What follows belongs to an exercise in optimizing a design on an open flow for small area, a short achievable clock period and few clock cycles per item; a production flow would make more cautious choices.
At most, simulation tests tie the RTL to the original design; equivalence was not proved.
Power and IR drop assume default switching activity.

## onyx
## stream_credit_flow_control
module stream_credit_flow_control
(
  input  logic        clk,
  input  logic        rst,
  input  logic        req_valid,
  output logic        req_ready,
  input  logic [2:0]  req_type,
  input  logic [31:0] req_amount,
  output logic        rsp_valid,
  input  logic        rsp_ready,
  output logic [1:0]  rsp_frame_kind,
  output logic [31:0] rsp_frame_length,
  output logic [2:0]  rsp_status,
  output logic        rsp_last,
  output logic [1:0]  rsp_session_state,
  input  logic        cfg_valid,
  output logic        cfg_ready,
  input  logic [1:0]  cfg_index,
  input  logic [31:0] cfg_data
);
Size: roughly 15000 µm² of cells after synthesis.
==> flow/config.mk <==
export PLATFORM = sky130hd
export DESIGN_NAME = stream_credit_flow_control
export DESIGN_NICKNAME = stream_credit_flow_control
export VERILOG_FILES = /design/flow/design.v
export SDC_FILE = /design/flow/constraint.sdc
export NUM_CORES = 4
export LEC_CHECK = 0
export CAP_MARGIN = 20
export CORE_MARGIN = 2
export CORE_UTILIZATION = 65
export CTS_CLUSTER_DIAMETER = 150
export CTS_CLUSTER_SIZE = 50
export SETUP_SLACK_MARGIN = 5.0
export SLEW_MARGIN = 20
==> flow/constraint.sdc <==
create_clock -name core_clock -period 9.0 [get_ports {clk}]
set_input_delay 1.8000 -clock core_clock [delete_from_list [all_inputs] [get_ports {clk}]]
set_output_delay 1.8000 -clock core_clock [all_outputs]
set_load 0.01 [all_outputs]
standard.sh (not shown) runs the stock make flow with config.mk's settings and CLKGATE_MAP_FILE= SYNTH_SCRIPT=/design/flow/synth_recipe.tcl, a recipe that flattens the netlist after the stock synthesis.
==> flow/flow/run.sh <==
#!/bin/bash
# The standard layout, with the port buffers made from the smallest buffer cell.
set -euo pipefail
export BUFFER_PORTS_ARGS="-buffer_cell sky130_fd_sc_hd__buf_1"
bash standard.sh > standard.log 2>&1
#### Input delta (umber over onyx)
- CORE_UTILIZATION now 40, was 65
- SETUP_SLACK_MARGIN now 4.5, was 5.0
==> run notes <==
Global-route usage, onyx and umber: higher on onyx. Global-route track usage on met2 ended up 18 points lower on umber than on onyx. On umber: wire length is about 8% higher than what onyx gave. Against onyx as the reference, umber delivers a higher clock share of power. Cmp umber vs onyx: number of fillers in the final layout higher in umber. | final critical-path setup slack | umber vs onyx | worse |. In umber the switching share of power turned out 1.3 points lower than in onyx.
Changes in tundra relative to umber:
- SETUP_SLACK_MARGIN: 4.5 -> 5.0
- CORE_UTILIZATION: 40 -> 75
==> run notes <==
Of tundra and umber, the run reporting the higher clock-buffer cell count was umber. In tundra, the highest achievable clock rate came out 3.9% above the value in umber. The die of tundra is smaller than the one used in umber. Overall power consumption ended up about 0.33% higher on tundra than on umber. As far as number of flip-flops and latches is concerned, umber and tundra perform about the same. tundra: remaining max-slew budget at the tightest pin 4.7 points above umber. On final instance area, the lower figure sits with umber, not tundra. Between umber and tundra, total combinational power increased. Compared with umber, in tundra share of power burned in combinational logic +1.7 points; maximum number of pins on one net before global-route repair went down.
No run of this note included a check of the RTL's function; only the layout flow was run.


Setup of north:
Another version of the RTL of stream_credit_flow_control (not shown whole).
Size in the first run: roughly 1700 cells after synthesis, ~200 flip-flops, about 120 I/O pins, about 15000 sq um of cells after synthesis.
==> flow/config.mk <==
export PLATFORM = sky130hd
export DESIGN_NAME = stream_credit_flow_control
export DESIGN_NICKNAME = stream_credit_flow_control
export VERILOG_FILES = /design/flow/design.v
export SDC_FILE = /design/flow/constraint.sdc
export NUM_CORES = 4
export LEC_CHECK = 0
export CAP_MARGIN = 20
export CORE_MARGIN = 2
export CORE_UTILIZATION = 55
export CTS_CLUSTER_DIAMETER = 150
export CTS_CLUSTER_SIZE = 50
export SETUP_SLACK_MARGIN = 5.0
export SLEW_MARGIN = 20
export TNS_END_PERCENT = 10
==> flow/constraint.sdc <==
create_clock -name core_clock -period 9.0 [get_ports {clk}]
set_input_delay 1.8000 -clock core_clock [delete_from_list [all_inputs] [get_ports {clk}]]
set_output_delay 1.8000 -clock core_clock [all_outputs]
set_load 0.01 [all_outputs]
Scripts as last shown in full above: flow/flow/run.sh
north: PASS, flow complete, no timing, DRC or antenna violations
Testbench counts of north, summed over its fixed seeds: cycles 7,795, items 3,200.
For south, these inputs were changed with respect to north:
# north
export LEC_CHECK = 0
export CAP_MARGIN = 20
export CORE_MARGIN = 2
export CORE_UTILIZATION = 55
export CTS_CLUSTER_DIAMETER = 150
export CTS_CLUSTER_SIZE = 50
export SETUP_SLACK_MARGIN = 5.0
export SLEW_MARGIN = 20
export TNS_END_PERCENT = 10
create_clock -name core_clock -period 9.0 [get_ports {clk}]
# south
export LEC_CHECK = 0
export CAP_MARGIN = 20
export CORE_MARGIN = 2
export CORE_UTILIZATION = 55
export CTS_CLUSTER_DIAMETER = 150
export CTS_CLUSTER_SIZE = 50
export PLACE_DENSITY = 0.8
export SETUP_SLACK_MARGIN = 5.0
export SLEW_MARGIN = 20
create_clock -name core_clock -period 9.0 [get_ports {clk}]
Findings:
[compare] base=north new=south: final hold slack flat, area of all placed cells without fillers went down, sequential share of layout area rose by 0.28 points, combinational power share increased by 0.5 points relative to the old numbers.


MS:
stream_credit_flow_control, a different RTL version from the one above (not shown whole).
For scale: ~1800 cells after synthesis, ~210 flip-flops, ~120 I/O pins, ~15000 um^2 of cells after synthesis.
Settings: LEC_CHECK=0, CAP_MARGIN=20, CORE_MARGIN=2, CORE_UTILIZATION=40, CTS_CLUSTER_DIAMETER=100, CTS_CLUSTER_SIZE=40, SETUP_SLACK_MARGIN=4.5, SLEW_MARGIN=20; clock period 9.0 ns.
run.sh (not shown) runs the stock make flow with config.mk's settings and CLKGATE_MAP_FILE= SYNTH_SCRIPT=/design/flow/synth_recipe.tcl, a recipe that flattens the netlist after the stock synthesis.
Stock flow here: none of the scripts above is used.
Testbench counts of MS, summed over its fixed seeds: cycles 7,795, items 3,200.
Setup changes, MS to JK
Settings: removing CTS_CLUSTER_DIAMETER (formerly 100); setting CTS_BUF_LIST to sky130_fd_sc_hd__clkbuf_4 sky130_fd_sc_hd__clkbuf_8 for the first time; removing CTS_CLUSTER_SIZE (formerly 40); setting TNS_END_PERCENT to 5 for the first time.
Notes after the runs:
JK: PASS, flow complete, no timing, DRC or antenna violations. Delta (JK minus MS): leakage power figure rose 2.7%, overall routed net length increased 2.6%, timing-limited maximum frequency moved down, final-layout clock-cell area share increased 2.0 points. Relative to MS, clock period minus worst slack has gone up in JK. From MS to JK, net count of the mapped netlist did not move at all. Against MS, JK comes in 310 um^2 higher on design area. [JK vs MS] met2 demand-to-capacity share in global routing: higher in JK. Going from MS to JK, the final weighted congestion in routability-driven placement was found to have gone down by 1.6%. Of JK and MS, the lower sequential share of cell area belongs to JK.


## alpha
Starting RTL as in the previous note.
==> flow/config.mk <==
export PLATFORM = sky130hd
export DESIGN_NAME = stream_credit_flow_control
export DESIGN_NICKNAME = stream_credit_flow_control
export VERILOG_FILES = /design/flow/design.v
export SDC_FILE = /design/flow/constraint.sdc
export NUM_CORES = 4
export LEC_CHECK = 0
export CAP_MARGIN = 20
export CORE_MARGIN = 2
export CORE_UTILIZATION = 40
export SETUP_SLACK_MARGIN = 4.5
export SLEW_MARGIN = 20
==> flow/constraint.sdc <==
create_clock -name core_clock -period 9.0 [get_ports {clk}]
set_input_delay 1.8000 -clock core_clock [delete_from_list [all_inputs] [get_ports {clk}]]
set_output_delay 1.8000 -clock core_clock [all_outputs]
set_load 0.01 [all_outputs]
standard.sh (not shown) runs the stock make flow with config.mk's settings and CLKGATE_MAP_FILE= SYNTH_SCRIPT=/design/flow/synth_recipe.tcl, a recipe that flattens the netlist after the stock synthesis.
Scripts as last shown in full above: flow/flow/run.sh
Testbench counts of alpha, summed over its fixed seeds: cycles 7,795, items 3,200.
Input-level comparison between beta and alpha:
==> flow/run.sh (new file) <==
#!/bin/bash
# synth_recipe.tcl (not shown) runs the flow's synth.tcl, then flattens the netlist and writes it again
# the make line also repeats each setting of config.mk as NAME=value (left out here)
make -C /OpenROAD-flow-scripts/flow DESIGN_CONFIG=/design/flow/config.mk WORK_HOME=/design/flow/orfs CLKGATE_MAP_FILE= SYNTH_SCRIPT=/design/flow/synth_recipe.tcl finish
removed: flow/flow/run.sh
removed: flow/standard.sh
Notes after the runs:
- No stage failed in beta, and the final checks on the layout all came back clean.
- beta gives more number of clock buffers in the layout than alpha did.
- Sort beta and alpha by buffering overhead, descending, and beta comes first.
- Re number of max-cap violations: no difference whatsoever between beta and alpha.
- Compared with alpha, beta shows a lower total global routing track utilization.
- Compared to alpha, beta has area growth from synthesis to final layout 4.9 points higher.

==> re-timing with driven ports <==
No port has a modelled driver above. Below, the same layouts with a new extraction and two added sets of constraints.
Step 1, drivers: a clkbuf_16 drives clk and a buf_2 each remaining input, both assumed.
Step 2 adds t to the input delays and takes it off the output delays; t is the mean of the earliest and latest rising clock arrival at the registers after step 1. Input paths then give back, and output paths get back, about the clock's delay inside the block.
a / b / c = ideal / step 1 / step 2; a / b = the first two.
| run | t (ns) | slack for setup (ns) | clock arrival spread, ns | worst slew at a driven data input, ns | pins driven straight from the clock port |
|---|---|---|---|---|---|
| onyx | 0.496 | 4.703 / 4.671 / 4.570 | 0.018 / 0.018 | 0.04 | 1 |
| umber | 0.512 | 4.551 / 4.531 / 4.531 | 0.015 / 0.015 | 0.05 | 1 |
| tundra | 0.506 | 4.718 / 4.686 / 4.565 | 0.016 / 0.015 | 0.06 | 1 |
| north | 0.506 | 5.047 / 5.027 / 4.814 | 0.018 / 0.018 | 0.05 | 1 |
| south | 0.490 | 5.046 / 5.020 / 4.883 | 0.016 / 0.016 | 0.04 | 1 |
| MS | 0.556 | 4.594 / 4.584 / 4.069 | 0.030 / 0.030 | 0.06 | 1 |
| JK | 0.619 | 4.537 / 4.537 / 3.984 | 0.028 / 0.027 | 0.05 | 1 |
| alpha | 0.609 | 4.594 / 4.594 / 4.482 | 0.013 / 0.013 | 0.07 | 1 |
| beta | 0.619 | 4.596 / 4.569 / 4.025 | 0.033 / 0.033 | 0.06 | 1 |
After both steps setup and hold are still met in every run listed. The setup slack of beta, which loses most, moves by -0.027 ns with the drivers and by -0.571 ns with both steps.
